This design comes from an exercise in tuning for small area, a short achievable clock period and few clock cycles on the open sky130 flow, not from production work. At most, simulation tests tie the RTL to the original design; equivalence was not proved. Power and IR drop assume default switching activity.

==> flow/design.v (excerpt) <==
module zero_run_bitmap_decoder #(
    parameter int MAX_CLUSTERS = 4096
) (
    input  logic                    clk,
    input  logic                    rst_n,
    input  logic                    cfg_valid,
    output logic                    cfg_ready,
    input  zrbd_pkg::count_t        cfg_data,
    input  logic                    in_valid,
    output logic                    in_stall,
    input  zrbd_pkg::cmd_t          cmd,
    input  zrbd_pkg::byte_t         data_byte,
    input  zrbd_pkg::count_t        cluster,
    output logic                    out_valid,
    input  logic                    out_stall,
    output logic                    visible
);
    localparam int RN  = zrbd_pkg::RING_N;
    localparam int RL  = zrbd_pkg::RING_LEN;
    localparam int RW  = $clog2(RN);
    localparam int SW  = $clog2(RL);
    localparam int PW  = 10;             
    localparam int OD  = 8;              
    localparam int OW  = $clog2(OD);
    logic               q0_v, q1_v;
    logic               q0_k, q1_k;      
    zrbd_pkg::cmd_t     q0_cmd, q1_cmd;
    zrbd_pkg::byte_t    q0_d, q1_d;
    zrbd_pkg::count_t   q0_cl, q1_cl;
    logic [RL*8-1:0]    q0_rsel;         
    logic [RL*8-1:0]    rsel_q1, rsel_in;
    logic               stall_r;
    logic               cfg_ready_r;     
    logic               stall_nx;
    logic               take;
    zrbd_pkg::count_t   in_cl;
    logic               head_free, blocked, fire;
    assign in_stall  = stall_r;
    assign cfg_ready = cfg_ready_r;
    assign take      = (in_valid | cfg_valid) & ~stall_r;
  ...
For scale: roughly 9400 cells after synthesis, roughly 45 I/O pins.
==> flow/config.mk <==
export PLATFORM = sky130hd
export DESIGN_NAME = zero_run_bitmap_decoder
export DESIGN_NICKNAME = zero_run_bitmap_decoder
export VERILOG_FILES = /design/flow/design.v
export SDC_FILE = /design/flow/constraint.sdc
export NUM_CORES = 4
export LEC_CHECK = 0
export CAP_MARGIN = 20
export CORE_MARGIN = 2
export CORE_UTILIZATION = 40
export CTS_CLUSTER_DIAMETER = 80
export CTS_CLUSTER_SIZE = 24
export SETUP_SLACK_MARGIN = 4.8
export SLEW_MARGIN = 20
==> flow/constraint.sdc <==
create_clock -name core_clock -period 8.0 [get_ports {clk}]
set_input_delay 1.6000 -clock core_clock [delete_from_list [all_inputs] [get_ports {clk}]]
set_output_delay 1.6000 -clock core_clock [all_outputs]
set_load 0.01 [all_outputs]
run.sh (not shown) runs the stock make flow with config.mk's settings and CLKGATE_MAP_FILE= SYNTH_SCRIPT=/design/flow/synth_recipe.tcl, a recipe that flattens the netlist after the stock synthesis.
Testbench counts at the start, summed over its fixed seeds: cycles 15,652.
Rerun with:
--- a/flow/config.mk
+++ b/flow/config.mk
@@ -10,5 +10,3 @@
 export CORE_UTILIZATION = 40
-export CTS_CLUSTER_DIAMETER = 80
-export CTS_CLUSTER_SIZE = 24
-export SETUP_SLACK_MARGIN = 4.8
+export SETUP_SLACK_MARGIN = 5
 export SLEW_MARGIN = 20
Result: Via count increases by 1.8%; worst hold slack gains 0.046 ns; routed wire length goes up by 0.32%; synthesized cell count is unchanged; total power grows by 22%; count of clock-buffer cells in the layout increases by 383.
Rerun with:
--- a/flow/config.mk
+++ b/flow/config.mk
@@ -10,2 +10,4 @@
 export CORE_UTILIZATION = 40
+export CTS_CLUSTER_DIAMETER = 80
+export CTS_CLUSTER_SIZE = 24
 export SETUP_SLACK_MARGIN = 5
Result: Total power goes down by about 18%. Utilization goes down by 2.7 points. Non-clock buffer count goes down by 2. Synthesized cell count stays the same. Global-route usage goes down by 0.30 points. Final area goes down by about 5.7%. Hold slack degrades by 0.015 ns. Register-to-register slack hardly moves.

* * *

Another version of the RTL of zero_run_bitmap_decoder (not shown whole).
Size: roughly 9200 cells after synthesis, about 4600 flip-flops.
Design zero_run_bitmap_decoder, start of the top module:
module zero_run_bitmap_decoder #(
    parameter int MAX_CLUSTERS = 4096
) (
    input  logic                    clk,
    input  logic                    rst_n,
    input  logic                    cfg_valid,
    output logic                    cfg_ready,
    input  zrbd_pkg::count_t        cfg_data,
    input  logic                    in_valid,
    output logic                    in_stall,
    input  zrbd_pkg::cmd_t          cmd,
    input  zrbd_pkg::byte_t         data_byte,
    input  zrbd_pkg::count_t        cluster,
    output logic                    out_valid,
    input  logic                    out_stall,
    output logic                    visible
);
==> flow/config.mk <==
export PLATFORM = sky130hd
export DESIGN_NAME = zero_run_bitmap_decoder
export DESIGN_NICKNAME = zero_run_bitmap_decoder
export VERILOG_FILES = /design/flow/design.v
export SDC_FILE = /design/flow/constraint.sdc
export NUM_CORES = 4
export LEC_CHECK = 0
export CAP_MARGIN = 20
export CORE_MARGIN = 2
export CORE_UTILIZATION = 55
export CTS_CLUSTER_DIAMETER = 80
export CTS_CLUSTER_SIZE = 24
export SETUP_SLACK_MARGIN = 5
export SLEW_MARGIN = 20
==> flow/constraint.sdc <==
create_clock -name core_clock -period 8.0 [get_ports {clk}]
set_input_delay 1.6000 -clock core_clock [delete_from_list [all_inputs] [get_ports {clk}]]
set_output_delay 1.6000 -clock core_clock [all_outputs]
set_load 0.01 [all_outputs]
Testbench counts at the start, summed over its fixed seeds: cycles 15,652.
==> next run, changes <==
- CORE_UTILIZATION: 55 -> 40
Outcome: Final cell count increases by 9.6%. Wire length barely changes. Clock-buffer cell count decreases by 1. Power increases by 0.42%. Final area increases by 0.96%. Hold slack got worse by 0.026 ns. Global-route usage decreases by 12 points. Fmax increases by 0.47%. Non-clock buffer count decreases by 6.

* * *

zero_run_bitmap_decoder, a different RTL version from the one above (not shown whole).
Size in the first run: roughly 9,300 cells after synthesis, about 4,600 flip-flops, ~45 I/O pins, about 130,000 sq um of cells after synthesis.
clock: 8.0 ns
lec_check: 0
cap_margin: 20
core_margin: 2
core_utilization: 40
cts_cluster_diameter: 90
cts_cluster_size: 28
setup_slack_margin: 5
slew_margin: 20
The baseline ran to the end with no violations.
Testbench counts at the start, summed over its fixed seeds: cycles 15,652.
Rerun with:
- PLACE_DENSITY: unset -> 0.75
Effect: Wire length shrinks by about 5.6%. Sequential share of layout area barely changes. Clock-buffer cell count grows by 4. Global-route usage shrinks by 2.0 points. Worst hold slack gains 0.0056 ns. Synthesized cell count stays the same.
Rerun with:
- CORE_UTILIZATION: 40 -> 47
- PLACE_DENSITY: 0.75 -> unset
Outcome: The new run passed the timing, DRC and antenna checks; critical path depth does not change; worst hold slack gains 0.026 ns; die area went down by 15%; total power hardly moves; count of clock-buffer cells in the layout drops by 11; sequential share of layout area came out higher by 0.34 points; design area is lower by about 0.5%; maximum frequency shrinks by 0.82%; core utilization increases by 7.3 points.
Rerun with:
- CORE_UTILIZATION: 47 -> 35
The new run produced a clean layout.
Total power climbs by 0.72%.
Utilization is lower by 12 points.
Fmax grows by 0.41%.
Count of clock-buffer cells in the layout grows by 6.
Synthesized area is unchanged.
Die area grows by 34%.
Routed wire length is about the same.
Combinational power came out lower by about 4%.
Worst setup slack gets better by 0.013 ns.

* * *

the previous run:
Another version of the RTL of zero_run_bitmap_decoder (not shown whole).
For scale: ~9200 cells after synthesis, ~4600 flip-flops, ~45 I/O pins, ~130000 um2 of cells after synthesis.
export LEC_CHECK = 0
export CAP_MARGIN = 20
export CORE_MARGIN = 2
export CORE_UTILIZATION = 40
export CTS_BUF_LIST = sky130_fd_sc_hd__clkbuf_8
export CTS_CLUSTER_SIZE = 30
export SETUP_SLACK_MARGIN = 5
export SLEW_MARGIN = 20
create_clock -name core_clock -period 8.0 [get_ports {clk}]
The previous run completed every stage of the flow, and the final layout passed the timing, DRC and antenna checks.
--- input diff the previous run..the current run ---
- removing CTS_BUF_LIST (formerly sky130_fd_sc_hd__clkbuf_8)
- removing CTS_CLUSTER_SIZE (formerly 30)
Notes after the runs:
Post-route non-filler standard cell count (the current run vs. the previous run) decreases by a few percent
On proportion of power drawn by the clock network: the current run sits above the previous run.
The current run: combinational power is about 3% lower than what the previous run reported.
The current run vs the previous run: sequential power share down in the current run
Diff the previous run..the current run | final count of pins violating max slew | unchanged
Comparing the two runs side by side, the current run comes out ahead of the previous run on static leakage.
The current run: no failed stages, no open violations at the end
The flow did not stop early for the previous run: all stages ran, and the layout cleared the timing, DRC and antenna checks.
On core utilization: between the previous run and the current run, it ends up higher for the current run.
No functional check of the RTL was part of any run of this note.

* * *

zero_run_bitmap_decoder with an RTL version that a note above also has.
For scale: roughly 45 I/O pins, roughly 0.13 mm^2 of cells after synthesis.
Settings: LEC_CHECK=0, CAP_MARGIN=20, CORE_MARGIN=2, CORE_UTILIZATION=40, CTS_CLUSTER_DIAMETER=80, CTS_CLUSTER_SIZE=24, SETUP_SLACK_MARGIN=5, SLEW_MARGIN=20; clock period 8.0 ns.
Testbench counts at the start, summed over its fixed seeds: cycles 15,652.
Rerun with:
Settings changed: CTS_BUF_LIST set to sky130_fd_sc_hd__clkbuf_16, CTS_CLUSTER_DIAMETER 80 to 90, CTS_CLUSTER_SIZE 24 to 28.
The new run finished with timing, DRC and antenna clean.
Cell area shrinks slightly.
Power shrinks by a few percent.
Hold slack loses 0.011 ns.
Routed wire length barely changes.
Global-route usage barely changes.
Clock skew shrinks by 0.011 ns.
Count of clock-buffer cells in the layout shrinks by 44.
Maximum frequency grows slightly.
First-iteration DRC count shrinks slightly.

* * *

zero_run_bitmap_decoder, a different RTL version from the one above (not shown whole).
Size: about 9400 cells after synthesis, about 4600 flip-flops, ~130000 um2 of cells after synthesis.
Settings: LEC_CHECK=0, CAP_MARGIN=20, CORE_MARGIN=2, CORE_UTILIZATION=60, SETUP_SLACK_MARGIN=5, SLEW_MARGIN=20; clock period 8.0 ns.
Testbench counts at the start, summed over its fixed seeds: cycles 15,652.
Then changed:
Settings changed: CORE_UTILIZATION 60 to 40.
The changed run passed the timing, DRC and antenna checks; routed wire length rose by 1.8%; worst hold slack is better by 0.027 ns; maximum frequency fell by 0.88%; flip-flop and latch count does not change; final area rose by about 0.9%; synthesized cell count is unchanged; die area rose by 50%; clock skew rose by 0.0037 ns.

==> port drivers added, routing unchanged <==
The results above use ideal ports. As a check the final layouts listed here were re-extracted and re-timed, cells and wires unchanged. Step 1 (the two cells are an assumption about what drives the block):
set clk [get_ports {clk}]
set_driving_cell -lib_cell sky130_fd_sc_hd__clkbuf_16 $clk
set_driving_cell -lib_cell sky130_fd_sc_hd__buf_2 [delete_from_list [all_inputs] $clk]
Step 2 also shifts input and output timing later by t, the mid clock arrival at the registers, as if the neighbouring blocks saw the same clock. a / b / c = no drivers / after step 1 / after step 2; a / b = the first two.
run | t (ns) | slack for setup (ns) | worst setup path at the end
the first run of note 1 | 1.034 | 4.678 / 4.678 / 3.926 | input to register
the second run of note 1 | 1.020 | 4.815 / 4.720 / 4.059 | input to register
the third run of note 1 | 1.030 | 4.831 / 4.735 / 4.091 | input to register
the first run of note 2 | 1.005 | 4.784 / 4.752 / 4.126 | input to register
the second run of note 2 | 1.038 | 4.799 / 4.704 / 4.104 | input to register
the first run of note 3 | 1.012 | 4.853 / 4.751 / 4.072 | input to register
the second run of note 3 | 0.997 | 4.798 / 4.699 / 4.096 | input to register
the third run of note 3 | 0.993 | 4.771 / 4.673 / 4.171 | input to register
the fourth run of note 3 | 1.028 | 4.785 / 4.687 / 4.109 | input to register
the previous run | 1.371 | 4.270 / 4.270 / 3.622 | input to register
the current run | 1.116 | 4.215 / 4.215 / 3.909 | input to register
the first run of note 5 | 1.039 | 4.839 / 4.752 / 4.058 | input to register
the second run of note 5 | 1.010 | 4.856 / 4.755 / 4.063 | input to register
the first run of note 6 | 1.109 | 4.829 / 4.724 / 4.016 | input to register
the second run of note 6 | 1.027 | 4.801 / 4.728 / 4.081 | input to register
After both steps setup and hold are still met in every run listed. For the first run of note 6, which loses most, drivers alone change the setup slack by -0.105 ns; drivers and shift together by -0.813 ns.
